What follows belongs to an exercise in optimizing a design on an open flow for small area, a short achievable clock period and few clock cycles per item; a production flow would make more cautious choices.
The RTL was checked by simulation tests, not by an equivalence proof against the original design.
Power is estimated from default activity; no workload was simulated.

==> flow/design.v (outline; a module is shown in full before it is edited, if it fits) <==
// module fhbt_ctrl: 646 lines
// module fhbt_residues: 52 lines
// module fhbt_datapath: 751 lines
// module fnv1a_hashed_bucket_table_unit: 123 lines
module fnv1a_hashed_bucket_table_unit #(
  parameter int TABLE_DEPTH     = fhbt_pkg::TABLE_DEPTH_DEF,
  parameter int VALUE_WIDTH     = fhbt_pkg::VALUE_WIDTH_DEF,
  parameter int MAX_NAME_LENGTH = fhbt_pkg::MAX_NAME_LENGTH_DEF
) (
  input  logic                         clk_i,
  input  logic                         rst_ni,
  input  logic                         start_i,
  output logic                         busy_o,
  input  logic [fhbt_pkg::CMD_W-1:0]   command_i,
  input  logic [fhbt_pkg::BYTE_W-1:0]  name_byte_i,
  input  logic                         name_last_i,
  input  logic [fhbt_pkg::NV_W-1:0]    new_value_i,
  input  logic                         table_entries_we_i,
  input  logic [fhbt_pkg::TE_W-1:0]    table_entries_i,
  output logic                         done_o,
  output logic                         status_o,
  output logic [fhbt_pkg::FOUND_W-1:0] found_value_o,
  output logic [fhbt_pkg::SLOT_W-1:0]  slot_index_o,
  output logic [fhbt_pkg::COUNT_W-1:0] entry_count_o
);
  // ...
==> flow/run.sh <==
#!/bin/bash
# synth_recipe.tcl (not shown) runs the flow's synth.tcl, then flattens the netlist and writes it again
# the make line also repeats each setting of config.mk as NAME=value (left out here)
make -C /OpenROAD-flow-scripts/flow DESIGN_CONFIG=/design/flow/config.mk WORK_HOME=/design/flow/orfs CLKGATE_MAP_FILE= SYNTH_SCRIPT=/design/flow/synth_recipe.tcl finish
==> flow/config.mk <==
export PLATFORM = sky130hd
export DESIGN_NAME = fnv1a_hashed_bucket_table_unit
export DESIGN_NICKNAME = fnv1a_hashed_bucket_table_unit
export VERILOG_FILES = /design/flow/design.v
export SDC_FILE = /design/flow/constraint.sdc
export NUM_CORES = 4
export LEC_CHECK = 0
export ABC_CLOCK_PERIOD_IN_PS = 3000
export CAP_MARGIN = 20
export CORE_MARGIN = 2
export CORE_UTILIZATION = 40
export CTS_BUF_LIST = sky130_fd_sc_hd__clkbuf_16
export CTS_CLUSTER_DIAMETER = 100
export CTS_CLUSTER_SIZE = 22
export PLACE_DENSITY = 0.6
export SETUP_SLACK_MARGIN = 3.1
export SLEW_MARGIN = 20
==> flow/constraint.sdc <==
create_clock -name core_clock -period 6.5 [get_ports {clk_i}]
set_input_delay 1.3000 -clock core_clock [delete_from_list [all_inputs] [get_ports {clk_i}]]
set_output_delay 1.3000 -clock core_clock [all_outputs]
set_load 0.01 [all_outputs]
==> load_flow_metrics.sql, run 1 <==
INSERT INTO impl_metrics (metric_group, metric, value, unit) VALUES
('global_route', 'use_met2', '42.1', '%'),
('worst_setup_path', 'critPathBufInv', '2', ''),
('timing', 'setup_repair_after_global_routing_missed_its_margin', 'yes', ''),
('detailed_routing', 'detail_route.first_pass.iterations', '8', ''),
('logic_synthesis', 'synth_top_cells_by_count', 'edfxtp_1, inv_1, a22oi_1', ''),
('clock_network', 'clock_tree.root_cell', 'clkbuf_16', ''),
('placed_design', 'post-place-ws', '2.48', 'ns'),
('detailed_routing', 'route.antenna.remaining_nets', '0', ''),
('final_layout', 'seqAreaFraction', '65.6', '%'),
('final_layout', 'nNonClkBuffers', '381', ''),
('placed_design', 'placed_cells', '10200', ''),
('die', 'dieWidth', '525', 'um'),
('status', 'outcome', 'no timing/DRC/antenna violations', ''),
('clock_network', 'tritoncts', 'yes', ''),
('final_layout', 'stdcell_count', '10500', ''),
('timing', 'hold-worst-slack', '0.290', 'ns'),
('final_layout', 'nonClkBufAreaFrac', '2.73', '%'),
('global_route', 'use_met1', '38.2', '%'),
('power', 'power.sequential.fraction', '43.4', '%'),
('power', 'power', '50600', 'uW'),
('timing', 'slew_headroom', '5.31', '%'),
('global_route', 'sum_of_overflow_across_all_layers_after_global_routing', '0', ''),
('global_route', 'grt_busiest_layer', 'met2', ''),
('worst_setup_path', 'ff2ff_setup_slack', '2.93', 'ns'),
('die', 'tap_cells', '3570', ''),
('logic_synthesis', 'synth_compound_gate_area_share', '10.7', '%'),
('logic_synthesis', 'synth_area', '0.109', 'mm^2'),
('worst_setup_path', 'cp.arrival', '4.08', 'ns'),
('detailed_routing', 'm1WireLength', '144', 'mm'),
('final_layout', 'most_common_cell_after_layout_fill_and_taps_aside', 'edfxtp_1', ''),
('clock_network', 'cts-hold-fix-buffers', '0', ''),
('worst_setup_path', 'crit_path_cell_trace', 'buf_4 > and2_2 > buf_4', '');
Testbench counts, summed over its fixed seeds: cycles 11,722, items 1,288.
==> module fhbt_datapath, before the edit <==
module fhbt_datapath (
  input  logic         clk_i,
  input  logic         rst_ni,
  input  logic [6:0]   div_i,         
  input  logic [7:0]   div3_i,        
  input  logic [191:0] res_i,         
  input  logic         ent_valid_i,
  input  logic         ent_create_i,
  input  logic         ent_add_i,
  input  logic         ent_uncreated_i,
  input  logic [23:0]  ent_s_i,
  input  logic [23:0]  ent_c_i,
  input  logic         ent_e_i,
  input  logic [7:0]   ent_lo_i,
  input  logic [31:0]  add_value_i,   
  output logic         add_done_o,    
  output logic         done_o,        
  output logic         status_o,
  output logic [31:0]  found_value_o,
  output logic [7:0]   slot_index_o,
  output logic [15:0]  entry_count_o
);
  logic        n_valid, n_create, n_add, n_unc;
  assign n_valid  = ent_valid_i;
  assign n_create = ent_create_i;
  assign n_add    = ent_add_i;
  assign n_unc    = ent_uncreated_i;
  logic        z_valid, z_create, z_add, z_unc;
  logic        a_valid, a_create, a_add, a_unc;
  logic        b_valid, b_create, b_add, b_unc;
  logic        c_valid, c_create, c_add, c_unc;
  logic        d_valid, d_create, d_add, d_unc;
  logic        e_valid, e_create, e_add, e_unc;
  logic [31:0] z_hash;
  always_ff @(posedge clk_i) z_hash <= {ent_s_i + ent_c_i + 24'(ent_e_i), ent_lo_i};
  always_ff @(posedge clk_i or negedge rst_ni) begin
    if (!rst_ni) z_valid <= 1'b0;
    else         z_valid <= n_valid;
  end
  always_ff @(posedge clk_i) begin
    z_create <= n_create;
    z_add    <= n_add;
    z_unc    <= n_unc;
  end
  logic [5:0] res [32];
  for (genvar i = 0; i < 32; i++) begin : g_res
    assign res[i] = res_i[6*i +: 6];
  end
  logic r1, r2;
  logic r3, r4;
  logic r5, r6;
  logic r7, r8;
  logic r9, r10;
  logic r11, r12;
  logic r13, r14;
  logic r15, r16;
  logic r17, r18;
  logic r19, r20;
  logic r21, r22;
  logic r23, r24;
  logic r25, r26;
  logic r27, r28;
  logic r29, r30;
  logic r31, r32;
  logic r33, r34;
  logic r35, r36;
  logic r37, r38;
  logic r39, r40;
  logic r41, r42;
  logic r43, r44;
  logic r45, r46;
  logic r47, r48;
  logic r49, r50;
  logic r51, r52;
  logic r53, r54;
  logic r55, r56;
  logic r57, r58;
  logic r59, r60;
  logic r61, r62;
  logic r63, r64;
  logic r65, r66;
  logic r67, r68;
  logic r69, r70;
  logic r71, r72;
  logic r73, r74;
  logic r75, r76;
  logic r77, r78;
  logic r79, r80;
  logic r81, r82;
  logic r83, r84;
  logic r85, r86;
  logic r87, r88;
  logic r89, r90;
  logic r91, r92;
  logic r93, r94;
  logic r95, r96;
  logic r97, r98;
  logic r99, r100;
  logic r101, r102;
  logic r103, r104;
  logic r105, r106;
  logic r107, r108;
  logic r109, r110;
  logic r111, r112;
  logic r113, r114;
  logic r115, r116;
  logic r117, r118;
  logic r119, r120;
  logic r121, r122;
  logic r123, r124;
  logic r125, r126;
  logic r127, r128;
  logic r129, r130;
  logic r131, r132;
  logic r133, r134;
  logic r135, r136;
  logic r137, r138;
  logic r139, r140;
  logic r141, r142;
  logic r143, r144;
  logic r145, r146;
  logic r147, r148;
  logic r149, r150;
  logic r151, r152;
  logic r153, r154;
  logic r155, r156;
  logic r157, r158;
  logic r159, r160;
  logic r161, r162;
  logic r163, r164;
  logic r165, r166;
  logic r167, r168;
  logic r169, r170;
  logic r171, r172;
  logic r173, r174;
  logic r175, r176;
  logic r177, r178;
  logic r179, r180;
  logic r181, r182;
  logic r183, r184;
  logic r185, r186;
  logic r187, r188;
  logic r189, r190;
  logic r191, r192;
  logic r193, r194;
  logic r195, r196;
  logic r197, r198;
  logic r199, r200;
  logic r201, r202;
  logic r203, r204;
  logic r205, r206;
  logic r207, r208;
  logic r209, r210;
  logic r211, r212;
  logic r213, r214;
  logic r215, r216;
  logic r217, r218;
  logic r219, r220;
  logic r221, r222;
  logic r223, r224;
  logic r225, r226;
  logic r227, r228;
  logic r229, r230;
  logic r231, r232;
  logic r233, r234;
  logic r235, r236;
  logic r237, r238;
  logic r239, r240;
  logic r241, r242;
  logic r243, r244;
  logic r245, r246;
  logic r247, r248;
  logic r249, r250;
  logic r251, r252;
  logic r253, r254;
  logic r255, r256;
  logic r257, r258;
  logic r259, r260;
  logic r261, r262;
  logic r263, r264;
  logic r265, r266;
  logic r267, r268;
  logic r269, r270;
  logic r271, r272;
  logic r273, r274;
  logic r275, r276;
  logic r277, r278;
  logic r279, r280;
  logic r281, r282;
  logic r283, r284;
  logic r285, r286;
  logic r287, r288;
  logic r289, r290;
  logic r291, r292;
  logic r293, r294;
  logic r295, r296;
  logic r297, r298;
  logic r299, r300;
  logic r301, r302;
  logic r303, r304;
  logic r305, r306;
  logic r307, r308;
  logic r309, r310;
  logic r311, r312;
  logic r313, r314;
  logic r315, r316;
  logic r317, r318;
  logic r319, r320;
  logic r321, r322;
  assign r1 = (z_hash[0] & res[0][0]) ^ (z_hash[10] & res[10][0]) ^ (z_hash[11] & res[11][0]);
  assign r2 = ((z_hash[0] & res[0][0]) & (z_hash[10] & res[10][0])) | ((z_hash[0] & res[0][0]) & (z_hash[11] & res[11][0])) | ((z_hash[10] & res[10][0]) & (z_hash[11] & res[11][0]));
  assign r3 = (z_hash[12] & res[12][0]) ^ (z_hash[13] & res[13][0]) ^ (z_hash[14] & res[14][0]);
  assign r4 = ((z_hash[12] & res[12][0]) & (z_hash[13] & res[13][0])) | ((z_hash[12] & res[12][0]) & (z_hash[14] & res[14][0])) | ((z_hash[13] & res[13][0]) & (z_hash[14] & res[14][0]));
  assign r5 = (z_hash[15] & res[15][0]) ^ (z_hash[16] & res[16][0]) ^ (z_hash[17] & res[17][0]);
  assign r6 = ((z_hash[15] & res[15][0]) & (z_hash[16] & res[16][0])) | ((z_hash[15] & res[15][0]) & (z_hash[17] & res[17][0])) | ((z_hash[16] & res[16][0]) & (z_hash[17] & res[17][0]));
  assign r7 = (z_hash[18] & res[18][0]) ^ (z_hash[19] & res[19][0]) ^ (z_hash[1] & res[1][0]);
  assign r8 = ((z_hash[18] & res[18][0]) & (z_hash[19] & res[19][0])) | ((z_hash[18] & res[18][0]) & (z_hash[1] & res[1][0])) | ((z_hash[19] & res[19][0]) & (z_hash[1] & res[1][0]));
  assign r9 = (z_hash[20] & res[20][0]) ^ (z_hash[21] & res[21][0]) ^ (z_hash[22] & res[22][0]);
  assign r10 = ((z_hash[20] & res[20][0]) & (z_hash[21] & res[21][0])) | ((z_hash[20] & res[20][0]) & (z_hash[22] & res[22][0])) | ((z_hash[21] & res[21][0]) & (z_hash[22] & res[22][0]));
  assign r11 = (z_hash[23] & res[23][0]) ^ (z_hash[24] & res[24][0]) ^ (z_hash[25] & res[25][0]);
  assign r12 = ((z_hash[23] & res[23][0]) & (z_hash[24] & res[24][0])) | ((z_hash[23] & res[23][0]) & (z_hash[25] & res[25][0])) | ((z_hash[24] & res[24][0]) & (z_hash[25] & res[25][0]));
  assign r13 = (z_hash[26] & res[26][0]) ^ (z_hash[27] & res[27][0]) ^ (z_hash[28] & res[28][0]);
  assign r14 = ((z_hash[26] & res[26][0]) & (z_hash[27] & res[27][0])) | ((z_hash[26] & res[26][0]) & (z_hash[28] & res[28][0])) | ((z_hash[27] & res[27][0]) & (z_hash[28] & res[28][0]));
  assign r15 = (z_hash[29] & res[29][0]) ^ (z_hash[2] & res[2][0]) ^ (z_hash[30] & res[30][0]);
  assign r16 = ((z_hash[29] & res[29][0]) & (z_hash[2] & res[2][0])) | ((z_hash[29] & res[29][0]) & (z_hash[30] & res[30][0])) | ((z_hash[2] & res[2][0]) & (z_hash[30] & res[30][0]));
  assign r17 = (z_hash[31] & res[31][0]) ^ (z_hash[3] & res[3][0]) ^ (z_hash[4] & res[4][0]);
  assign r18 = ((z_hash[31] & res[31][0]) & (z_hash[3] & res[3][0])) | ((z_hash[31] & res[31][0]) & (z_hash[4] & res[4][0])) | ((z_hash[3] & res[3][0]) & (z_hash[4] & res[4][0]));
  assign r19 = (z_hash[5] & res[5][0]) ^ (z_hash[6] & res[6][0]) ^ (z_hash[7] & res[7][0]);
  assign r20 = ((z_hash[5] & res[5][0]) & (z_hash[6] & res[6][0])) | ((z_hash[5] & res[5][0]) & (z_hash[7] & res[7][0])) | ((z_hash[6] & res[6][0]) & (z_hash[7] & res[7][0]));
  assign r21 = (z_hash[0] & res[0][1]) ^ (z_hash[10] & res[10][1]) ^ (z_hash[11] & res[11][1]);
  assign r22 = ((z_hash[0] & res[0][1]) & (z_hash[10] & res[10][1])) | ((z_hash[0] & res[0][1]) & (z_hash[11] & res[11][1])) | ((z_hash[10] & res[10][1]) & (z_hash[11] & res[11][1]));
  assign r23 = (z_hash[12] & res[12][1]) ^ (z_hash[13] & res[13][1]) ^ (z_hash[14] & res[14][1]);
  assign r24 = ((z_hash[12] & res[12][1]) & (z_hash[13] & res[13][1])) | ((z_hash[12] & res[12][1]) & (z_hash[14] & res[14][1])) | ((z_hash[13] & res[13][1]) & (z_hash[14] & res[14][1]));
  assign r25 = (z_hash[15] & res[15][1]) ^ (z_hash[16] & res[16][1]) ^ (z_hash[17] & res[17][1]);
  assign r26 = ((z_hash[15] & res[15][1]) & (z_hash[16] & res[16][1])) | ((z_hash[15] & res[15][1]) & (z_hash[17] & res[17][1])) | ((z_hash[16] & res[16][1]) & (z_hash[17] & res[17][1]));
  assign r27 = (z_hash[18] & res[18][1]) ^ (z_hash[19] & res[19][1]) ^ (z_hash[1] & res[1][1]);
  assign r28 = ((z_hash[18] & res[18][1]) & (z_hash[19] & res[19][1])) | ((z_hash[18] & res[18][1]) & (z_hash[1] & res[1][1])) | ((z_hash[19] & res[19][1]) & (z_hash[1] & res[1][1]));
  assign r29 = (z_hash[20] & res[20][1]) ^ (z_hash[21] & res[21][1]) ^ (z_hash[22] & res[22][1]);
  assign r30 = ((z_hash[20] & res[20][1]) & (z_hash[21] & res[21][1])) | ((z_hash[20] & res[20][1]) & (z_hash[22] & res[22][1])) | ((z_hash[21] & res[21][1]) & (z_hash[22] & res[22][1]));
  assign r31 = (z_hash[23] & res[23][1]) ^ (z_hash[24] & res[24][1]) ^ (z_hash[25] & res[25][1]);
  assign r32 = ((z_hash[23] & res[23][1]) & (z_hash[24] & res[24][1])) | ((z_hash[23] & res[23][1]) & (z_hash[25] & res[25][1])) | ((z_hash[24] & res[24][1]) & (z_hash[25] & res[25][1]));
  assign r33 = (z_hash[26] & res[26][1]) ^ (z_hash[27] & res[27][1]) ^ (z_hash[28] & res[28][1]);
  assign r34 = ((z_hash[26] & res[26][1]) & (z_hash[27] & res[27][1])) | ((z_hash[26] & res[26][1]) & (z_hash[28] & res[28][1])) | ((z_hash[27] & res[27][1]) & (z_hash[28] & res[28][1]));
  assign r35 = (z_hash[29] & res[29][1]) ^ (z_hash[2] & res[2][1]) ^ (z_hash[30] & res[30][1]);
  assign r36 = ((z_hash[29] & res[29][1]) & (z_hash[2] & res[2][1])) | ((z_hash[29] & res[29][1]) & (z_hash[30] & res[30][1])) | ((z_hash[2] & res[2][1]) & (z_hash[30] & res[30][1]));
  assign r37 = (z_hash[31] & res[31][1]) ^ (z_hash[3] & res[3][1]) ^ (z_hash[4] & res[4][1]);
  assign r38 = ((z_hash[31] & res[31][1]) & (z_hash[3] & res[3][1])) | ((z_hash[31] & res[31][1]) & (z_hash[4] & res[4][1])) | ((z_hash[3] & res[3][1]) & (z_hash[4] & res[4][1]));
  assign r39 = (z_hash[5] & res[5][1]) ^ (z_hash[6] & res[6][1]) ^ (z_hash[7] & res[7][1]);
  assign r40 = ((z_hash[5] & res[5][1]) & (z_hash[6] & res[6][1])) | ((z_hash[5] & res[5][1]) & (z_hash[7] & res[7][1])) | ((z_hash[6] & res[6][1]) & (z_hash[7] & res[7][1]));
  assign r41 = (z_hash[0] & res[0][2]) ^ (z_hash[10] & res[10][2]) ^ (z_hash[11] & res[11][2]);
  assign r42 = ((z_hash[0] & res[0][2]) & (z_hash[10] & res[10][2])) | ((z_hash[0] & res[0][2]) & (z_hash[11] & res[11][2])) | ((z_hash[10] & res[10][2]) & (z_hash[11] & res[11][2]));
  assign r43 = (z_hash[12] & res[12][2]) ^ (z_hash[13] & res[13][2]) ^ (z_hash[14] & res[14][2]);
  assign r44 = ((z_hash[12] & res[12][2]) & (z_hash[13] & res[13][2])) | ((z_hash[12] & res[12][2]) & (z_hash[14] & res[14][2])) | ((z_hash[13] & res[13][2]) & (z_hash[14] & res[14][2]));
  assign r45 = (z_hash[15] & res[15][2]) ^ (z_hash[16] & res[16][2]) ^ (z_hash[17] & res[17][2]);
  assign r46 = ((z_hash[15] & res[15][2]) & (z_hash[16] & res[16][2])) | ((z_hash[15] & res[15][2]) & (z_hash[17] & res[17][2])) | ((z_hash[16] & res[16][2]) & (z_hash[17] & res[17][2]));
  assign r47 = (z_hash[18] & res[18][2]) ^ (z_hash[19] & res[19][2]) ^ (z_hash[1] & res[1][2]);
  assign r48 = ((z_hash[18] & res[18][2]) & (z_hash[19] & res[19][2])) | ((z_hash[18] & res[18][2]) & (z_hash[1] & res[1][2])) | ((z_hash[19] & res[19][2]) & (z_hash[1] & res[1][2]));
  assign r49 = (z_hash[20] & res[20][2]) ^ (z_hash[21] & res[21][2]) ^ (z_hash[22] & res[22][2]);
  assign r50 = ((z_hash[20] & res[20][2]) & (z_hash[21] & res[21][2])) | ((z_hash[20] & res[20][2]) & (z_hash[22] & res[22][2])) | ((z_hash[21] & res[21][2]) & (z_hash[22] & res[22][2]));
  assign r51 = (z_hash[23] & res[23][2]) ^ (z_hash[24] & res[24][2]) ^ (z_hash[25] & res[25][2]);
  assign r52 = ((z_hash[23] & res[23][2]) & (z_hash[24] & res[24][2])) | ((z_hash[23] & res[23][2]) & (z_hash[25] & res[25][2])) | ((z_hash[24] & res[24][2]) & (z_hash[25] & res[25][2]));
  assign r53 = (z_hash[26] & res[26][2]) ^ (z_hash[27] & res[27][2]) ^ (z_hash[28] & res[28][2]);
  assign r54 = ((z_hash[26] & res[26][2]) & (z_hash[27] & res[27][2])) | ((z_hash[26] & res[26][2]) & (z_hash[28] & res[28][2])) | ((z_hash[27] & res[27][2]) & (z_hash[28] & res[28][2]));
  assign r55 = (z_hash[29] & res[29][2]) ^ (z_hash[2] & res[2][2]) ^ (z_hash[30] & res[30][2]);
  assign r56 = ((z_hash[29] & res[29][2]) & (z_hash[2] & res[2][2])) | ((z_hash[29] & res[29][2]) & (z_hash[30] & res[30][2])) | ((z_hash[2] & res[2][2]) & (z_hash[30] & res[30][2]));
  assign r57 = (z_hash[31] & res[31][2]) ^ (z_hash[3] & res[3][2]) ^ (z_hash[4] & res[4][2]);
  assign r58 = ((z_hash[31] & res[31][2]) & (z_hash[3] & res[3][2])) | ((z_hash[31] & res[31][2]) & (z_hash[4] & res[4][2])) | ((z_hash[3] & res[3][2]) & (z_hash[4] & res[4][2]));
  assign r59 = (z_hash[5] & res[5][2]) ^ (z_hash[6] & res[6][2]) ^ (z_hash[7] & res[7][2]);
  assign r60 = ((z_hash[5] & res[5][2]) & (z_hash[6] & res[6][2])) | ((z_hash[5] & res[5][2]) & (z_hash[7] & res[7][2])) | ((z_hash[6] & res[6][2]) & (z_hash[7] & res[7][2]));
  assign r61 = (z_hash[0] & res[0][3]) ^ (z_hash[10] & res[10][3]) ^ (z_hash[11] & res[11][3]);
  assign r62 = ((z_hash[0] & res[0][3]) & (z_hash[10] & res[10][3])) | ((z_hash[0] & res[0][3]) & (z_hash[11] & res[11][3])) | ((z_hash[10] & res[10][3]) & (z_hash[11] & res[11][3]));
  assign r63 = (z_hash[12] & res[12][3]) ^ (z_hash[13] & res[13][3]) ^ (z_hash[14] & res[14][3]);
  assign r64 = ((z_hash[12] & res[12][3]) & (z_hash[13] & res[13][3])) | ((z_hash[12] & res[12][3]) & (z_hash[14] & res[14][3])) | ((z_hash[13] & res[13][3]) & (z_hash[14] & res[14][3]));
  assign r65 = (z_hash[15] & res[15][3]) ^ (z_hash[16] & res[16][3]) ^ (z_hash[17] & res[17][3]);
  assign r66 = ((z_hash[15] & res[15][3]) & (z_hash[16] & res[16][3])) | ((z_hash[15] & res[15][3]) & (z_hash[17] & res[17][3])) | ((z_hash[16] & res[16][3]) & (z_hash[17] & res[17][3]));
  assign r67 = (z_hash[18] & res[18][3]) ^ (z_hash[19] & res[19][3]) ^ (z_hash[1] & res[1][3]);
  assign r68 = ((z_hash[18] & res[18][3]) & (z_hash[19] & res[19][3])) | ((z_hash[18] & res[18][3]) & (z_hash[1] & res[1][3])) | ((z_hash[19] & res[19][3]) & (z_hash[1] & res[1][3]));
  assign r69 = (z_hash[20] & res[20][3]) ^ (z_hash[21] & res[21][3]) ^ (z_hash[22] & res[22][3]);
  assign r70 = ((z_hash[20] & res[20][3]) & (z_hash[21] & res[21][3])) | ((z_hash[20] & res[20][3]) & (z_hash[22] & res[22][3])) | ((z_hash[21] & res[21][3]) & (z_hash[22] & res[22][3]));
  assign r71 = (z_hash[23] & res[23][3]) ^ (z_hash[24] & res[24][3]) ^ (z_hash[25] & res[25][3]);
  assign r72 = ((z_hash[23] & res[23][3]) & (z_hash[24] & res[24][3])) | ((z_hash[23] & res[23][3]) & (z_hash[25] & res[25][3])) | ((z_hash[24] & res[24][3]) & (z_hash[25] & res[25][3]));
  assign r73 = (z_hash[26] & res[26][3]) ^ (z_hash[27] & res[27][3]) ^ (z_hash[28] & res[28][3]);
  assign r74 = ((z_hash[26] & res[26][3]) & (z_hash[27] & res[27][3])) | ((z_hash[26] & res[26][3]) & (z_hash[28] & res[28][3])) | ((z_hash[27] & res[27][3]) & (z_hash[28] & res[28][3]));
  assign r75 = (z_hash[29] & res[29][3]) ^ (z_hash[2] & res[2][3]) ^ (z_hash[30] & res[30][3]);
  assign r76 = ((z_hash[29] & res[29][3]) & (z_hash[2] & res[2][3])) | ((z_hash[29] & res[29][3]) & (z_hash[30] & res[30][3])) | ((z_hash[2] & res[2][3]) & (z_hash[30] & res[30][3]));
  assign r77 = (z_hash[31] & res[31][3]) ^ (z_hash[3] & res[3][3]) ^ (z_hash[4] & res[4][3]);
  assign r78 = ((z_hash[31] & res[31][3]) & (z_hash[3] & res[3][3])) | ((z_hash[31] & res[31][3]) & (z_hash[4] & res[4][3])) | ((z_hash[3] & res[3][3]) & (z_hash[4] & res[4][3]));
  assign r79 = (z_hash[5] & res[5][3]) ^ (z_hash[6] & res[6][3]) ^ (z_hash[7] & res[7][3]);
  assign r80 = ((z_hash[5] & res[5][3]) & (z_hash[6] & res[6][3])) | ((z_hash[5] & res[5][3]) & (z_hash[7] & res[7][3])) | ((z_hash[6] & res[6][3]) & (z_hash[7] & res[7][3]));
  assign r81 = (z_hash[0] & res[0][4]) ^ (z_hash[10] & res[10][4]) ^ (z_hash[11] & res[11][4]);
  assign r82 = ((z_hash[0] & res[0][4]) & (z_hash[10] & res[10][4])) | ((z_hash[0] & res[0][4]) & (z_hash[11] & res[11][4])) | ((z_hash[10] & res[10][4]) & (z_hash[11] & res[11][4]));
  assign r83 = (z_hash[12] & res[12][4]) ^ (z_hash[13] & res[13][4]) ^ (z_hash[14] & res[14][4]);
  assign r84 = ((z_hash[12] & res[12][4]) & (z_hash[13] & res[13][4])) | ((z_hash[12] & res[12][4]) & (z_hash[14] & res[14][4])) | ((z_hash[13] & res[13][4]) & (z_hash[14] & res[14][4]));
  assign r85 = (z_hash[15] & res[15][4]) ^ (z_hash[16] & res[16][4]) ^ (z_hash[17] & res[17][4]);
  assign r86 = ((z_hash[15] & res[15][4]) & (z_hash[16] & res[16][4])) | ((z_hash[15] & res[15][4]) & (z_hash[17] & res[17][4])) | ((z_hash[16] & res[16][4]) & (z_hash[17] & res[17][4]));
  assign r87 = (z_hash[18] & res[18][4]) ^ (z_hash[19] & res[19][4]) ^ (z_hash[1] & res[1][4]);
  assign r88 = ((z_hash[18] & res[18][4]) & (z_hash[19] & res[19][4])) | ((z_hash[18] & res[18][4]) & (z_hash[1] & res[1][4])) | ((z_hash[19] & res[19][4]) & (z_hash[1] & res[1][4]));
  assign r89 = (z_hash[20] & res[20][4]) ^ (z_hash[21] & res[21][4]) ^ (z_hash[22] & res[22][4]);
  assign r90 = ((z_hash[20] & res[20][4]) & (z_hash[21] & res[21][4])) | ((z_hash[20] & res[20][4]) & (z_hash[22] & res[22][4])) | ((z_hash[21] & res[21][4]) & (z_hash[22] & res[22][4]));
  assign r91 = (z_hash[23] & res[23][4]) ^ (z_hash[24] & res[24][4]) ^ (z_hash[25] & res[25][4]);
  assign r92 = ((z_hash[23] & res[23][4]) & (z_hash[24] & res[24][4])) | ((z_hash[23] & res[23][4]) & (z_hash[25] & res[25][4])) | ((z_hash[24] & res[24][4]) & (z_hash[25] & res[25][4]));
  assign r93 = (z_hash[26] & res[26][4]) ^ (z_hash[27] & res[27][4]) ^ (z_hash[28] & res[28][4]);
  assign r94 = ((z_hash[26] & res[26][4]) & (z_hash[27] & res[27][4])) | ((z_hash[26] & res[26][4]) & (z_hash[28] & res[28][4])) | ((z_hash[27] & res[27][4]) & (z_hash[28] & res[28][4]));
  assign r95 = (z_hash[29] & res[29][4]) ^ (z_hash[2] & res[2][4]) ^ (z_hash[30] & res[30][4]);
  assign r96 = ((z_hash[29] & res[29][4]) & (z_hash[2] & res[2][4])) | ((z_hash[29] & res[29][4]) & (z_hash[30] & res[30][4])) | ((z_hash[2] & res[2][4]) & (z_hash[30] & res[30][4]));
  assign r97 = (z_hash[31] & res[31][4]) ^ (z_hash[3] & res[3][4]) ^ (z_hash[4] & res[4][4]);
  assign r98 = ((z_hash[31] & res[31][4]) & (z_hash[3] & res[3][4])) | ((z_hash[31] & res[31][4]) & (z_hash[4] & res[4][4])) | ((z_hash[3] & res[3][4]) & (z_hash[4] & res[4][4]));
  assign r99 = (z_hash[5] & res[5][4]) ^ (z_hash[6] & res[6][4]) ^ (z_hash[7] & res[7][4]);
  assign r100 = ((z_hash[5] & res[5][4]) & (z_hash[6] & res[6][4])) | ((z_hash[5] & res[5][4]) & (z_hash[7] & res[7][4])) | ((z_hash[6] & res[6][4]) & (z_hash[7] & res[7][4]));
  assign r101 = (z_hash[0] & res[0][5]) ^ (z_hash[10] & res[10][5]) ^ (z_hash[11] & res[11][5]);
  assign r102 = ((z_hash[0] & res[0][5]) & (z_hash[10] & res[10][5])) | ((z_hash[0] & res[0][5]) & (z_hash[11] & res[11][5])) | ((z_hash[10] & res[10][5]) & (z_hash[11] & res[11][5]));
  assign r103 = (z_hash[12] & res[12][5]) ^ (z_hash[13] & res[13][5]) ^ (z_hash[14] & res[14][5]);
  assign r104 = ((z_hash[12] & res[12][5]) & (z_hash[13] & res[13][5])) | ((z_hash[12] & res[12][5]) & (z_hash[14] & res[14][5])) | ((z_hash[13] & res[13][5]) & (z_hash[14] & res[14][5]));
  assign r105 = (z_hash[15] & res[15][5]) ^ (z_hash[16] & res[16][5]) ^ (z_hash[17] & res[17][5]);
  assign r106 = ((z_hash[15] & res[15][5]) & (z_hash[16] & res[16][5])) | ((z_hash[15] & res[15][5]) & (z_hash[17] & res[17][5])) | ((z_hash[16] & res[16][5]) & (z_hash[17] & res[17][5]));
  assign r107 = (z_hash[18] & res[18][5]) ^ (z_hash[19] & res[19][5]) ^ (z_hash[1] & res[1][5]);
  assign r108 = ((z_hash[18] & res[18][5]) & (z_hash[19] & res[19][5])) | ((z_hash[18] & res[18][5]) & (z_hash[1] & res[1][5])) | ((z_hash[19] & res[19][5]) & (z_hash[1] & res[1][5]));
  assign r109 = (z_hash[20] & res[20][5]) ^ (z_hash[21] & res[21][5]) ^ (z_hash[22] & res[22][5]);
  assign r110 = ((z_hash[20] & res[20][5]) & (z_hash[21] & res[21][5])) | ((z_hash[20] & res[20][5]) & (z_hash[22] & res[22][5])) | ((z_hash[21] & res[21][5]) & (z_hash[22] & res[22][5]));
  assign r111 = (z_hash[23] & res[23][5]) ^ (z_hash[24] & res[24][5]) ^ (z_hash[25] & res[25][5]);
  assign r112 = ((z_hash[23] & res[23][5]) & (z_hash[24] & res[24][5])) | ((z_hash[23] & res[23][5]) & (z_hash[25] & res[25][5])) | ((z_hash[24] & res[24][5]) & (z_hash[25] & res[25][5]));
  assign r113 = (z_hash[26] & res[26][5]) ^ (z_hash[27] & res[27][5]) ^ (z_hash[28] & res[28][5]);
  assign r114 = ((z_hash[26] & res[26][5]) & (z_hash[27] & res[27][5])) | ((z_hash[26] & res[26][5]) & (z_hash[28] & res[28][5])) | ((z_hash[27] & res[27][5]) & (z_hash[28] & res[28][5]));
  assign r115 = (z_hash[29] & res[29][5]) ^ (z_hash[2] & res[2][5]) ^ (z_hash[30] & res[30][5]);
  assign r116 = ((z_hash[29] & res[29][5]) & (z_hash[2] & res[2][5])) | ((z_hash[29] & res[29][5]) & (z_hash[30] & res[30][5])) | ((z_hash[2] & res[2][5]) & (z_hash[30] & res[30][5]));
  assign r117 = (z_hash[31] & res[31][5]) ^ (z_hash[3] & res[3][5]) ^ (z_hash[4] & res[4][5]);
  assign r118 = ((z_hash[31] & res[31][5]) & (z_hash[3] & res[3][5])) | ((z_hash[31] & res[31][5]) & (z_hash[4] & res[4][5])) | ((z_hash[3] & res[3][5]) & (z_hash[4] & res[4][5]));
  assign r119 = (z_hash[5] & res[5][5]) ^ (z_hash[6] & res[6][5]) ^ (z_hash[7] & res[7][5]);
  assign r120 = ((z_hash[5] & res[5][5]) & (z_hash[6] & res[6][5])) | ((z_hash[5] & res[5][5]) & (z_hash[7] & res[7][5])) | ((z_hash[6] & res[6][5]) & (z_hash[7] & res[7][5]));
  assign r121 = (z_hash[8] & res[8][0]) ^ (z_hash[9] & res[9][0]) ^ r1;
  assign r122 = ((z_hash[8] & res[8][0]) & (z_hash[9] & res[9][0])) | ((z_hash[8] & res[8][0]) & r1) | ((z_hash[9] & res[9][0]) & r1);
  assign r123 = r11 ^ r13 ^ r15;
  assign r124 = (r11 & r13) | (r11 & r15) | (r13 & r15);
  assign r125 = r17 ^ r19 ^ r3;
  assign r126 = (r17 & r19) | (r17 & r3) | (r19 & r3);
  assign r127 = r5 ^ r7 ^ r9;
  assign r128 = (r5 & r7) | (r5 & r9) | (r7 & r9);
  assign r129 = (z_hash[8] & res[8][1]) ^ (z_hash[9] & res[9][1]) ^ r10;
  assign r130 = ((z_hash[8] & res[8][1]) & (z_hash[9] & res[9][1])) | ((z_hash[8] & res[8][1]) & r10) | ((z_hash[9] & res[9][1]) & r10);
  assign r131 = r12 ^ r14 ^ r16;
  assign r132 = (r12 & r14) | (r12 & r16) | (r14 & r16);
  assign r133 = r18 ^ r2 ^ r20;
  assign r134 = (r18 & r2) | (r18 & r20) | (r2 & r20);
  assign r135 = r21 ^ r23 ^ r25;
  assign r136 = (r21 & r23) | (r21 & r25) | (r23 & r25);
  assign r137 = r27 ^ r29 ^ r31;
  assign r138 = (r27 & r29) | (r27 & r31) | (r29 & r31);
  assign r139 = r33 ^ r35 ^ r37;
  assign r140 = (r33 & r35) | (r33 & r37) | (r35 & r37);
  assign r141 = r39 ^ r4 ^ r6;
  assign r142 = (r39 & r4) | (r39 & r6) | (r4 & r6);
  assign r143 = (z_hash[8] & res[8][2]) ^ (z_hash[9] & res[9][2]) ^ r22;
  assign r144 = ((z_hash[8] & res[8][2]) & (z_hash[9] & res[9][2])) | ((z_hash[8] & res[8][2]) & r22) | ((z_hash[9] & res[9][2]) & r22);
  assign r145 = r24 ^ r26 ^ r28;
  assign r146 = (r24 & r26) | (r24 & r28) | (r26 & r28);
  assign r147 = r30 ^ r32 ^ r34;
  assign r148 = (r30 & r32) | (r30 & r34) | (r32 & r34);
  assign r149 = r36 ^ r38 ^ r40;
  assign r150 = (r36 & r38) | (r36 & r40) | (r38 & r40);
  assign r151 = r41 ^ r43 ^ r45;
  assign r152 = (r41 & r43) | (r41 & r45) | (r43 & r45);
  assign r153 = r47 ^ r49 ^ r51;
  assign r154 = (r47 & r49) | (r47 & r51) | (r49 & r51);
  assign r155 = r53 ^ r55 ^ r57;
  assign r156 = (r53 & r55) | (r53 & r57) | (r55 & r57);
  assign r157 = (z_hash[8] & res[8][3]) ^ (z_hash[9] & res[9][3]) ^ r42;
  assign r158 = ((z_hash[8] & res[8][3]) & (z_hash[9] & res[9][3])) | ((z_hash[8] & res[8][3]) & r42) | ((z_hash[9] & res[9][3]) & r42);
  assign r159 = r44 ^ r46 ^ r48;
  assign r160 = (r44 & r46) | (r44 & r48) | (r46 & r48);
  assign r161 = r50 ^ r52 ^ r54;
  assign r162 = (r50 & r52) | (r50 & r54) | (r52 & r54);
  assign r163 = r56 ^ r58 ^ r60;
  assign r164 = (r56 & r58) | (r56 & r60) | (r58 & r60);
  assign r165 = r61 ^ r63 ^ r65;
  assign r166 = (r61 & r63) | (r61 & r65) | (r63 & r65);
  assign r167 = r67 ^ r69 ^ r71;
  assign r168 = (r67 & r69) | (r67 & r71) | (r69 & r71);
  assign r169 = r73 ^ r75 ^ r77;
  assign r170 = (r73 & r75) | (r73 & r77) | (r75 & r77);
  assign r171 = (z_hash[8] & res[8][4]) ^ (z_hash[9] & res[9][4]) ^ r62;
  assign r172 = ((z_hash[8] & res[8][4]) & (z_hash[9] & res[9][4])) | ((z_hash[8] & res[8][4]) & r62) | ((z_hash[9] & res[9][4]) & r62);
  assign r173 = r64 ^ r66 ^ r68;
  assign r174 = (r64 & r66) | (r64 & r68) | (r66 & r68);
  assign r175 = r70 ^ r72 ^ r74;
  assign r176 = (r70 & r72) | (r70 & r74) | (r72 & r74);
  assign r177 = r76 ^ r78 ^ r80;
  assign r178 = (r76 & r78) | (r76 & r80) | (r78 & r80);
  assign r179 = r81 ^ r83 ^ r85;
  assign r180 = (r81 & r83) | (r81 & r85) | (r83 & r85);
  assign r181 = r87 ^ r89 ^ r91;
  assign r182 = (r87 & r89) | (r87 & r91) | (r89 & r91);
  assign r183 = r93 ^ r95 ^ r97;
  assign r184 = (r93 & r95) | (r93 & r97) | (r95 & r97);
  assign r185 = (z_hash[8] & res[8][5]) ^ (z_hash[9] & res[9][5]) ^ r100;
  assign r186 = ((z_hash[8] & res[8][5]) & (z_hash[9] & res[9][5])) | ((z_hash[8] & res[8][5]) & r100) | ((z_hash[9] & res[9][5]) & r100);
  assign r187 = r101 ^ r103 ^ r105;
  assign r188 = (r101 & r103) | (r101 & r105) | (r103 & r105);
  assign r189 = r107 ^ r109 ^ r111;
  assign r190 = (r107 & r109) | (r107 & r111) | (r109 & r111);
  assign r191 = r113 ^ r115 ^ r117;
  assign r192 = (r113 & r115) | (r113 & r117) | (r115 & r117);
  assign r193 = r119 ^ r82 ^ r84;
  assign r194 = (r119 & r82) | (r119 & r84) | (r82 & r84);
  assign r195 = r86 ^ r88 ^ r90;
  assign r196 = (r86 & r88) | (r86 & r90) | (r88 & r90);
  assign r197 = r92 ^ r94 ^ r96;
  assign r198 = (r92 & r94) | (r92 & r96) | (r94 & r96);
  assign r199 = r102 ^ r104 ^ r106;
  assign r200 = (r102 & r104) | (r102 & r106) | (r104 & r106);
  assign r201 = r108 ^ r110 ^ r112;
  assign r202 = (r108 & r110) | (r108 & r112) | (r110 & r112);
  assign r203 = r114 ^ r116 ^ r118;
  assign r204 = (r114 & r116) | (r114 & r118) | (r116 & r118);
  assign r205 = r121 ^ r123 ^ r125;
  assign r206 = (r121 & r123) | (r121 & r125) | (r123 & r125);
  assign r207 = r8 ^ r122 ^ r124;
  assign r208 = (r8 & r122) | (r8 & r124) | (r122 & r124);
  assign r209 = r126 ^ r128 ^ r129;
  assign r210 = (r126 & r128) | (r126 & r129) | (r128 & r129);
  assign r211 = r131 ^ r133 ^ r135;
  assign r212 = (r131 & r133) | (r131 & r135) | (r133 & r135);
  assign r213 = r137 ^ r139 ^ r141;
  assign r214 = (r137 & r139) | (r137 & r141) | (r139 & r141);
  assign r215 = r59 ^ r130 ^ r132;
  assign r216 = (r59 & r130) | (r59 & r132) | (r130 & r132);
  assign r217 = r134 ^ r136 ^ r138;
  assign r218 = (r134 & r136) | (r134 & r138) | (r136 & r138);
  assign r219 = r140 ^ r142 ^ r143;
  assign r220 = (r140 & r142) | (r140 & r143) | (r142 & r143);
  assign r221 = r145 ^ r147 ^ r149;
  assign r222 = (r145 & r147) | (r145 & r149) | (r147 & r149);
  assign r223 = r151 ^ r153 ^ r155;
  assign r224 = (r151 & r153) | (r151 & r155) | (r153 & r155);
  assign r225 = r79 ^ r144 ^ r146;
  assign r226 = (r79 & r144) | (r79 & r146) | (r144 & r146);
  assign r227 = r148 ^ r150 ^ r152;
  assign r228 = (r148 & r150) | (r148 & r152) | (r150 & r152);
  assign r229 = r154 ^ r156 ^ r157;
  assign r230 = (r154 & r156) | (r154 & r157) | (r156 & r157);
  assign r231 = r159 ^ r161 ^ r163;
  assign r232 = (r159 & r161) | (r159 & r163) | (r161 & r163);
  assign r233 = r165 ^ r167 ^ r169;
  assign r234 = (r165 & r167) | (r165 & r169) | (r167 & r169);
  assign r235 = r99 ^ r158 ^ r160;
  assign r236 = (r99 & r158) | (r99 & r160) | (r158 & r160);
  assign r237 = r162 ^ r164 ^ r166;
  assign r238 = (r162 & r164) | (r162 & r166) | (r164 & r166);
  assign r239 = r168 ^ r170 ^ r171;
  assign r240 = (r168 & r170) | (r168 & r171) | (r170 & r171);
  assign r241 = r173 ^ r175 ^ r177;
  assign r242 = (r173 & r175) | (r173 & r177) | (r175 & r177);
  assign r243 = r179 ^ r181 ^ r183;
  assign r244 = (r179 & r181) | (r179 & r183) | (r181 & r183);
  assign r245 = r98 ^ r172 ^ r174;
  assign r246 = (r98 & r172) | (r98 & r174) | (r172 & r174);
  assign r247 = r176 ^ r178 ^ r180;
  assign r248 = (r176 & r178) | (r176 & r180) | (r178 & r180);
  assign r249 = r182 ^ r184 ^ r185;
  assign r250 = (r182 & r184) | (r182 & r185) | (r184 & r185);
  assign r251 = r187 ^ r189 ^ r191;
  assign r252 = (r187 & r189) | (r187 & r191) | (r189 & r191);
  assign r253 = r193 ^ r195 ^ r197;
  assign r254 = (r193 & r195) | (r193 & r197) | (r195 & r197);
  assign r255 = r120 ^ r186 ^ r188;
  assign r256 = (r120 & r186) | (r120 & r188) | (r186 & r188);
  assign r257 = r190 ^ r192 ^ r194;
  assign r258 = (r190 & r192) | (r190 & r194) | (r192 & r194);
  assign r259 = r196 ^ r198 ^ r199;
  assign r260 = (r196 & r198) | (r196 & r199) | (r198 & r199);
  assign r261 = r200 ^ r202 ^ r204;
  assign r262 = (r200 & r202) | (r200 & r204) | (r202 & r204);
  assign r263 = r206 ^ r207 ^ r209;
  assign r264 = (r206 & r207) | (r206 & r209) | (r207 & r209);
  assign r265 = r211 ^ r213;
  assign r266 = r211 & r213;
  assign r267 = r208 ^ r210 ^ r212;
  assign r268 = (r208 & r210) | (r208 & r212) | (r210 & r212);
  assign r269 = r214 ^ r215 ^ r217;
  assign r270 = (r214 & r215) | (r214 & r217) | (r215 & r217);
  assign r271 = r219 ^ r221 ^ r223;
  assign r272 = (r219 & r221) | (r219 & r223) | (r221 & r223);
  assign r273 = r216 ^ r218 ^ r220;
  assign r274 = (r216 & r218) | (r216 & r220) | (r218 & r220);
  assign r275 = r222 ^ r224 ^ r225;
  assign r276 = (r222 & r224) | (r222 & r225) | (r224 & r225);
  assign r277 = r227 ^ r229 ^ r231;
  assign r278 = (r227 & r229) | (r227 & r231) | (r229 & r231);
  assign r279 = r226 ^ r228 ^ r230;
  assign r280 = (r226 & r228) | (r226 & r230) | (r228 & r230);
  assign r281 = r232 ^ r234 ^ r235;
  assign r282 = (r232 & r234) | (r232 & r235) | (r234 & r235);
  assign r283 = r237 ^ r239 ^ r241;
  assign r284 = (r237 & r239) | (r237 & r241) | (r239 & r241);
  assign r285 = r236 ^ r238 ^ r240;
  assign r286 = (r236 & r238) | (r236 & r240) | (r238 & r240);
  assign r287 = r242 ^ r244 ^ r245;
  assign r288 = (r242 & r244) | (r242 & r245) | (r244 & r245);
  assign r289 = r247 ^ r249 ^ r251;
  assign r290 = (r247 & r249) | (r247 & r251) | (r249 & r251);
  assign r291 = r201 ^ r203 ^ r246;
  assign r292 = (r201 & r203) | (r201 & r246) | (r203 & r246);
  assign r293 = r248 ^ r250 ^ r252;
  assign r294 = (r248 & r250) | (r248 & r252) | (r250 & r252);
  assign r295 = r254 ^ r255 ^ r257;
  assign r296 = (r254 & r255) | (r254 & r257) | (r255 & r257);
  assign r297 = r256 ^ r258 ^ r260;
  assign r298 = (r256 & r258) | (r256 & r260) | (r258 & r260);
  assign r299 = r264 ^ r266 ^ r267;
  assign r300 = (r264 & r266) | (r264 & r267) | (r266 & r267);
  assign r301 = r269 ^ r271;
  assign r302 = r269 & r271;
  assign r303 = r233 ^ r268 ^ r270;
  assign r304 = (r233 & r268) | (r233 & r270) | (r268 & r270);
  assign r305 = r272 ^ r273 ^ r275;
  assign r306 = (r272 & r273) | (r272 & r275) | (r273 & r275);
  assign r307 = r243 ^ r274 ^ r276;
  assign r308 = (r243 & r274) | (r243 & r276) | (r274 & r276);
  assign r309 = r278 ^ r279 ^ r281;
  assign r310 = (r278 & r279) | (r278 & r281) | (r279 & r281);
  assign r311 = r253 ^ r280 ^ r282;
  assign r312 = (r253 & r280) | (r253 & r282) | (r280 & r282);
  assign r313 = r284 ^ r285 ^ r287;
  assign r314 = (r284 & r285) | (r284 & r287) | (r285 & r287);
  assign r315 = r259 ^ r286 ^ r288;
  assign r316 = (r259 & r286) | (r259 & r288) | (r286 & r288);
  assign r317 = r290 ^ r291 ^ r293;
  assign r318 = (r290 & r291) | (r290 & r293) | (r291 & r293);
  assign r319 = r261 ^ r292 ^ r294;
  assign r320 = (r261 & r292) | (r261 & r294) | (r292 & r294);
  assign r321 = r262 ^ r298;
  assign r322 = r262 & r298;
  logic [33:0] a_dots;
  always_ff @(posedge clk_i) begin
    a_dots[0] <= r127;
    a_dots[1] <= r205;
    a_dots[2] <= r263;
    a_dots[3] <= r265;
    a_dots[4] <= r299;
    a_dots[5] <= r301;
    a_dots[6] <= r277;
    a_dots[7] <= r300;
    a_dots[8] <= r302;
    a_dots[9] <= r303;
    a_dots[10] <= r305;
    a_dots[11] <= r283;
    a_dots[12] <= r304;
    a_dots[13] <= r306;
    a_dots[14] <= r307;
    a_dots[15] <= r309;
    a_dots[16] <= r289;
    a_dots[17] <= r308;
    a_dots[18] <= r310;
    a_dots[19] <= r311;
    a_dots[20] <= r313;
    a_dots[21] <= r295;
    a_dots[22] <= r312;
    a_dots[23] <= r314;
    a_dots[24] <= r315;
    a_dots[25] <= r317;
    a_dots[26] <= r296;
    a_dots[27] <= r297;
    a_dots[28] <= r316;
    a_dots[29] <= r318;
    a_dots[30] <= r319;
    a_dots[31] <= r320;
    a_dots[32] <= r321;
    a_dots[33] <= r322;
  end
  always_ff @(posedge clk_i or negedge rst_ni) begin
    if (!rst_ni) a_valid <= 1'b0;
    else         a_valid <= z_valid;
  end
  always_ff @(posedge clk_i) begin
    a_create <= z_create;
    a_add    <= z_add;
    a_unc    <= z_unc;
  end
  logic q1, q2;
  logic q3, q4;
  logic q5, q6;
  logic q7, q8;
  logic q9, q10;
  logic q11, q12;
  logic q13, q14;
  logic q15, q16;
  logic q17, q18;
  logic q19, q20;
  logic q21, q22;
  logic q23, q24;
  logic q25, q26;
  logic q27, q28;
  logic q29, q30;
  logic q31, q32;
  logic q33, q34;
  logic q35, q36;
  logic q37, q38;
  assign q1 = a_dots[10] ^ a_dots[6] ^ a_dots[7];
  assign q2 = (a_dots[10] & a_dots[6]) | (a_dots[10] & a_dots[7]) | (a_dots[6] & a_dots[7]);
  assign q3 = a_dots[8] ^ a_dots[9];
  assign q4 = a_dots[8] & a_dots[9];
  assign q5 = a_dots[11] ^ a_dots[12] ^ a_dots[13];
  assign q6 = (a_dots[11] & a_dots[12]) | (a_dots[11] & a_dots[13]) | (a_dots[12] & a_dots[13]);
  assign q7 = a_dots[16] ^ a_dots[17] ^ a_dots[18];
  assign q8 = (a_dots[16] & a_dots[17]) | (a_dots[16] & a_dots[18]) | (a_dots[17] & a_dots[18]);
  assign q9 = a_dots[21] ^ a_dots[22] ^ a_dots[23];
  assign q10 = (a_dots[21] & a_dots[22]) | (a_dots[21] & a_dots[23]) | (a_dots[22] & a_dots[23]);
  assign q11 = a_dots[26] ^ a_dots[27] ^ a_dots[28];
  assign q12 = (a_dots[26] & a_dots[27]) | (a_dots[26] & a_dots[28]) | (a_dots[27] & a_dots[28]);
  assign q13 = a_dots[31] ^ a_dots[32];
  assign q14 = a_dots[31] & a_dots[32];
  assign q15 = a_dots[14] ^ a_dots[15] ^ q2;
  assign q16 = (a_dots[14] & a_dots[15]) | (a_dots[14] & q2) | (a_dots[15] & q2);
  assign q17 = q4 ^ q5;
  assign q18 = q4 & q5;
  assign q19 = a_dots[19] ^ a_dots[20] ^ q6;
  assign q20 = (a_dots[19] & a_dots[20]) | (a_dots[19] & q6) | (a_dots[20] & q6);
  assign q21 = a_dots[24] ^ a_dots[25] ^ q8;
  assign q22 = (a_dots[24] & a_dots[25]) | (a_dots[24] & q8) | (a_dots[25] & q8);
  assign q23 = a_dots[29] ^ a_dots[30] ^ q10;
  assign q24 = (a_dots[29] & a_dots[30]) | (a_dots[29] & q10) | (a_dots[30] & q10);
  assign q25 = q12 ^ q13;
  assign q26 = q12 & q13;
  assign q27 = a_dots[33] ^ q14;
  assign q28 = a_dots[33] & q14;
  assign q29 = q7 ^ q16 ^ q18;
  assign q30 = (q7 & q16) | (q7 & q18) | (q16 & q18);
  assign q31 = q9 ^ q20 ^ q21;
  assign q32 = (q9 & q20) | (q9 & q21) | (q20 & q21);
  assign q33 = q11 ^ q22 ^ q23;
  assign q34 = (q11 & q22) | (q11 & q23) | (q22 & q23);
  assign q35 = q24 ^ q25;
  assign q36 = q24 & q25;
  assign q37 = q26 ^ q27;
  assign q38 = q26 & q27;
  logic [10:0] b_x, b_y, b_sum;
  assign b_x = {q28, q36, q34, q32, q30, q19, q15, q1, a_dots[4], a_dots[2], a_dots[0]};
  assign b_y = {q38, q37, q35, q33, q31, q29, q17, q3, a_dots[5], a_dots[3], a_dots[1]};
  always_ff @(posedge clk_i) b_sum <= b_x + b_y;
  always_ff @(posedge clk_i or negedge rst_ni) begin
    if (!rst_ni) b_valid <= 1'b0;
    else         b_valid <= a_valid;
  end
  always_ff @(posedge clk_i) begin
    b_create <= a_create;
    b_add    <= a_add;
    b_unc    <= a_unc;
  end
  logic [11:0] c_d8, c_d16, c_d24;
  logic [8:0]  c_next, c_rem;   
  assign c_d8  = {1'b0, b_sum} - {2'b00, div_i, 3'b000};
  assign c_d16 = {1'b0, b_sum} - {1'b0, div_i, 4'b0000};
  assign c_d24 = {1'b0, b_sum} - {1'b0, div3_i, 3'b000};
  always_comb begin
    if (!c_d24[11])      c_next = c_d24[8:0];
    else if (!c_d16[11]) c_next = c_d16[8:0];
    else if (!c_d8[11])  c_next = c_d8[8:0];
    else                 c_next = b_sum[8:0];
  end
  always_ff @(posedge clk_i) c_rem <= c_next;
  always_ff @(posedge clk_i or negedge rst_ni) begin
    if (!rst_ni) c_valid <= 1'b0;
    else         c_valid <= b_valid;
  end
  always_ff @(posedge clk_i) begin
    c_create <= b_create;
    c_add    <= b_add;
    c_unc    <= b_unc;
  end
  logic [9:0]  d_d2, d_d4, d_d6;
  logic [6:0]  d_r2;   
  logic [7:0]  d_d1;
  logic [5:0]  d_next;
  assign d_d2 = {1'b0, c_rem} - {2'b00, div_i, 1'b0};
  assign d_d4 = {1'b0, c_rem} - {1'b0, div_i, 2'b00};
  assign d_d6 = {1'b0, c_rem} - {1'b0, div3_i, 1'b0};
  always_comb begin
    if (!d_d6[9])      d_r2 = d_d6[6:0];
    else if (!d_d4[9]) d_r2 = d_d4[6:0];
    else if (!d_d2[9]) d_r2 = d_d2[6:0];
    else               d_r2 = c_rem[6:0];
  end
  logic [6:0] d_rem;
  always_ff @(posedge clk_i) d_rem <= d_r2;
  always_ff @(posedge clk_i or negedge rst_ni) begin
    if (!rst_ni) d_valid <= 1'b0;
    else         d_valid <= c_valid;
  end
  always_ff @(posedge clk_i) begin
    d_create <= c_create;
    d_add    <= c_add;
    d_unc    <= c_unc;
  end
  assign d_d1   = {1'b0, d_rem} - {1'b0, div_i};
  assign d_next = d_d1[7] ? d_rem[5:0] : d_d1[5:0];
  always_ff @(posedge clk_i or negedge rst_ni) begin
    if (!rst_ni) e_valid <= 1'b0;
    else         e_valid <= d_valid;
  end
  always_ff @(posedge clk_i) begin
    e_create <= d_create;
    e_add    <= d_add;
    e_unc    <= d_unc;
  end
  logic [5:0]  slot;
  logic [63:0] sel;
  logic        t_we, t_clr;   
  always_ff @(posedge clk_i) begin
    slot <= d_next;
    for (int g = 0; g < 64; g++) sel[g] <= (d_next == 6'(g)) || d_create;
    t_we  <= d_valid && (d_create || (d_add && !d_unc));
    t_clr <= d_valid && d_create;
  end
  logic        t_create, t_write, t_lookup;
  logic [31:0] mem_q [64];
  logic [31:0] wdata;
  logic [31:0] rdata;
  logic [15:0] count_q;
  assign t_create = e_valid && e_create;
  assign t_write  = e_valid && !e_create && !e_unc && e_add;
  assign t_lookup = !e_create && !e_unc && !e_add;
  assign wdata    = t_clr ? 32'd0 : add_value_i;
  assign add_done_o = e_valid && !e_create && e_add;
  for (genvar g = 0; g < 64; g++) begin : g_word
    always_ff @(posedge clk_i) begin
      if (t_we && sel[g]) mem_q[g] <= wdata;
    end
  end
  always_comb begin
    rdata = '0;
    for (int g = 0; g < 64; g++) rdata |= mem_q[g] & {32{sel[g]}};
  end
  always_ff @(posedge clk_i or negedge rst_ni) begin
    if (!rst_ni) begin
      done_o  <= 1'b0;
      count_q <= '0;
    end else begin
      done_o <= e_valid;
      if (t_create) begin
        count_q <= '0;
      end else if (t_write && count_q != fhbt_pkg::COUNT_MAX) begin
        count_q <= count_q + 16'd1;
      end
    end
  end
  always_ff @(posedge clk_i) begin
    status_o      <= !e_create && e_unc;
    found_value_o <= t_lookup ? rdata : 32'd0;
    slot_index_o  <= (e_create || e_unc) ? 8'd0 : {2'b00, slot};
  end
  assign entry_count_o = count_q;
endmodule
==> inputs of run 2 (changes only) <==
--- a/flow/design.v
+++ b/flow/design.v
@@ -1420,9 +1420,12 @@
   logic [5:0]  slot;
   logic [63:0] sel;
-  logic        t_we, t_clr;   
+  logic [63:0] wen;
+  logic        t_clr;   
   always_ff @(posedge clk_i) begin
     slot <= d_next;
-    for (int g = 0; g < 64; g++) sel[g] <= (d_next == 6'(g)) || d_create;
-    t_we  <= d_valid && (d_create || (d_add && !d_unc));
+    for (int g = 0; g < 64; g++) begin
+      sel[g] <= (d_next == 6'(g));
+      wen[g] <= d_valid && (d_create || (d_add && !d_unc && d_next == 6'(g)));
+    end
     t_clr <= d_valid && d_create;
   end
@@ -1439,5 +1442,5 @@
   for (genvar g = 0; g < 64; g++) begin : g_word
     always_ff @(posedge clk_i) begin
-      if (t_we && sel[g]) mem_q[g] <= wdata;
+      if (wen[g]) mem_q[g] <= wdata;
     end
   end
--- a/flow/config.mk
+++ b/flow/config.mk
@@ -14,4 +14,4 @@
 export CTS_CLUSTER_SIZE = 22
 export PLACE_DENSITY = 0.6
-export SETUP_SLACK_MARGIN = 3.1
+export SETUP_SLACK_MARGIN = 3.3
 export SLEW_MARGIN = 20
==> run 2 against run 1 <==
Maximum frequency is 6.6% higher; highest routed layer unchanged; design area is 1.4% higher; clock power hardly changed; utilization increased by 0.44 points; largest power group unchanged; hold slack worse by 0.073 ns; critical path type unchanged.
==> load_flow_metrics.sql, run 2 <==
INSERT INTO impl_metrics (metric_group, metric, value, unit) VALUES
('logic_synthesis', 'synth-seq-area-share', '73.4', '%'),
('worst_setup_path', 'cp.arrival', '4.10', 'ns'),
('logic_synthesis', 'yosys.area.top_type_share', '64.2', '%'),
('power', 'p_per_area', '412', 'mW/mm^2'),
('detailed_routing', 'detail_route.first_pass.iterations', '6', ''),
('detailed_routing', 'via_count_of_the_routed_design', '68000', ''),
('detailed_routing', 'drt_iter0_drc', '12100', ''),
('final_layout', 'regMostFlops', 'u_datapath.mem_q', ''),
('global_route', 'sum_of_overflow_across_all_layers_after_global_routing', '0', ''),
('status', 'outcome', 'no timing/DRC/antenna violations', ''),
('logic_synthesis', 'async_flop_share', '3.95', '%'),
('die', 'pin_count', '115', ''),
('timing', 'setup_repair_after_global_routing_missed_its_margin', 'yes', ''),
('clock_network', 'cts_sinks', '2811', ''),
('worst_setup_path', 'worst_path_most_repeated_cell', 'fa_2', ''),
('timing', 'timing.setup.tns', '0', 'ns'),
('worst_setup_path', 'crit_path_cell_trace', 'fa_2 > inv_2 > fa_2 > inv_2 > fa_2 > fa_2 > fa_2 > a22o_1', ''),
('clock_network', 'tritoncts', 'yes', ''),
('worst_setup_path', 'crit_path_max_fanout', '4', ''),
('logic_synthesis', 'synth_top_cells_by_count', 'edfxtp_1, inv_1, a22oi_1', ''),
('clock_network', 'cts.path.max_buffers', '3', ''),
('final_layout', 'most_common_cell_after_layout_fill_and_taps_aside', 'edfxtp_1', ''),
('logic_synthesis', 'post_synth_num_cell_types', '70', ''),
('die', 'fp.dieH', '527', 'um'),
('clock_network', 'clock_tree.root_cell', 'clkbuf_16', ''),
('detailed_routing', 'route.antenna.remaining_nets', '0', ''),
('detailed_routing', 'max_used_layer', 'met5', ''),
('power', 'p_leak', '0.0420', 'uW'),
('clock_network', 'cts-hold-fix-buffers', '0', ''),
('worst_setup_path', 'crit_path_max_incr_delay', '0.57', 'ns'),
('logic_synthesis', 'yosys_register_bits', '2811', ''),
('detailed_routing', 'detail_route.drc_violations', '0', ''),
('logic_synthesis', 'synth_area_leaders', 'edfxtp_1, dfxtp_1, fa_1, a22oi_1, a22o_1', ''),
('logic_synthesis', 'synth.most_common_cell', 'edfxtp_1', ''),
('timing', 'slew_viol_final', '0', ''),
('power', 'power', '50400', 'uW'),
('worst_setup_path', 'critPathBufInv', '2', ''),
('placed_design', 'finalWeightedCongestion', '0.856', ''),
('worst_setup_path', 'cp_top_family', 'adder cells', ''),
('logic_synthesis', 'ys.warnings.count', '9', ''),
('detailed_routing', 'm1WireLength', '142', 'mm'),
('placed_design', 'hpwl', '216', 'mm'),
('timing', 'final-hold-violation-count', '0', ''),
('timing', 'finalCritPeriodShare', '51.5', '%'),
('timing', 'slew_headroom', '11.5', '%'),
('worst_setup_path', 'cell_with_the_biggest_individual_delay_on_the_critical_path', 'fa_2', ''),
('die', 'dieWidth', '527', 'um'),
('worst_setup_path', 'worstSetupPathDepth', '8', ''),
('logic_synthesis', 'synth_area', '0.109', 'mm^2');
[run 2: worst reg2reg max path: cells and delay by family, from the launching register on]
kind                     cells  cell delay [ns]
flip-flops                   1             0.49
buffers and inverters        2             0.08
AO/OA/AOI/OAI                1             0.22
adder cells (fa/ha/maj)      5             2.44
[run 2: logic make-up (layout without fill, tap and decap cells)]
kind of cell,Yosys count,count (layout),share of synthesized area [%]
DFF,2811,2811,73.4
AOI/OAI and AO/OA,1519,1519,10.6
and+or+nand+nor,899,899,4.24
buffers and inverters,733,1168,2.57
adders and majority gates,486,486,8.03
xor gates and xnor gates,97,97,0.777
muxes,38,38,0.363
other,1,16,0.00343
[run 2: power breakdown]
group          internal, uW  leakage, uW  switching, uW
clock network          4360      0.00250           5910
registers             20900       0.0260           1360
logic                  7120       0.0134          10700
[run 2: cell type report]
class | count | share of cell area, %
Sequential cell | 2811 | 65.8
Multi-Input combinational cell | 3041 | 22.4
Tap cell | 3570 | 3.65
Clock buffer | 153 | 3.13
Timing Repair Buffer | 432 | 2.97
Inverter | 473 | 1.47
Clock inverter | 110 | 0.520
Antenna cell | 14 | 0.0287
[run 2: metal layers]
layer | vias up | global-route usage (%)
met4 | 10 | 14.4
li1 | 25900 | -
met1 | 34900 | 37.4
met5 | - | 0
met3 | 1276 | 7.86
met2 | 5844 | 43.1
[run 2: path summary, 6_finish.rpt]
check / startpoint / end / slack (ns)
max: u_ctrl.c_q[12]$_DFF_PN0_ / u_ctrl.c_q[17]$_DFF_PN0_ / 3.15
min: rst_ni / u_datapath.count_q[4]$_DFFE_PN0P_ / 0.22
max reg2reg: u_ctrl.c_q[12]$_DFF_PN0_ / u_ctrl.c_q[17]$_DFF_PN0_ / 3.15
min reg2reg: u_datapath.c_unc$_DFF_P_ / u_datapath.d_unc$_DFF_P_ / 0.29
max in group asynchronous: rst_ni / u_residues.div_o[1]$_DFFE_PN0P_ / 5.16
min in group core_clock: u_datapath.c_unc$_DFF_P_ / u_datapath.d_unc$_DFF_P_ / 0.29
[run 2: per-stage QoR]
stage	area (um^2)	setup slack [ns]	utilization (%)	cells	hold slack, ns
final	122000	3.15	45.1	10600	0.217
after floorplan	110000	2.98	-	6585	0.310
after CTS	121000	3.15	44.8	10500	0.170
after global placement	116000	2.49	42.8	10200	0.312
after detailed placement	116000	2.51	42.8	10200	0.312
after global routing	122000	3.06	45.1	10600	0.193
[run 2: repair_timing]
item,CTS,global route
cloned,0,0
buffers inserted,62,46
setup endpoints to repair,377,242
gates resized for setup,166,149
endpoints found under the hold margin,0,0
pin swaps,45,67
Testbench counts of run 2, summed over its fixed seeds: cycles 11,722, items 1,288.

afterwards: timing with drivers on the ports:
The flow's constraints put no driver on any port. The routed layouts listed below were extracted and timed again, unchanged, in two steps.
Step 1: set_driving_cell puts a clkbuf_16 on clk_i and a buf_2 on each other input, an assumption about the parent block.
Step 2 also shifts input and output timing later by t, the mid clock arrival at the registers, as if the neighbouring blocks saw the same clock.
Three values: no drivers, after step 1, after step 2; two values: the first two.
run	t, ns	setup slack, ns	hold WS [ns]	cell pins on the clock port's net
run 1	0.954	2.932 / 2.932 / 2.909	0.290 / 0.328 / 0.328	1
run 2	0.932	3.154 / 3.154 / 3.025	0.217 / 0.195 / 0.289	1
After both steps setup and hold are still met in every run listed. The setup slack of run 2, which loses most, moves by 0.000 ns with the drivers and by -0.129 ns with both steps.
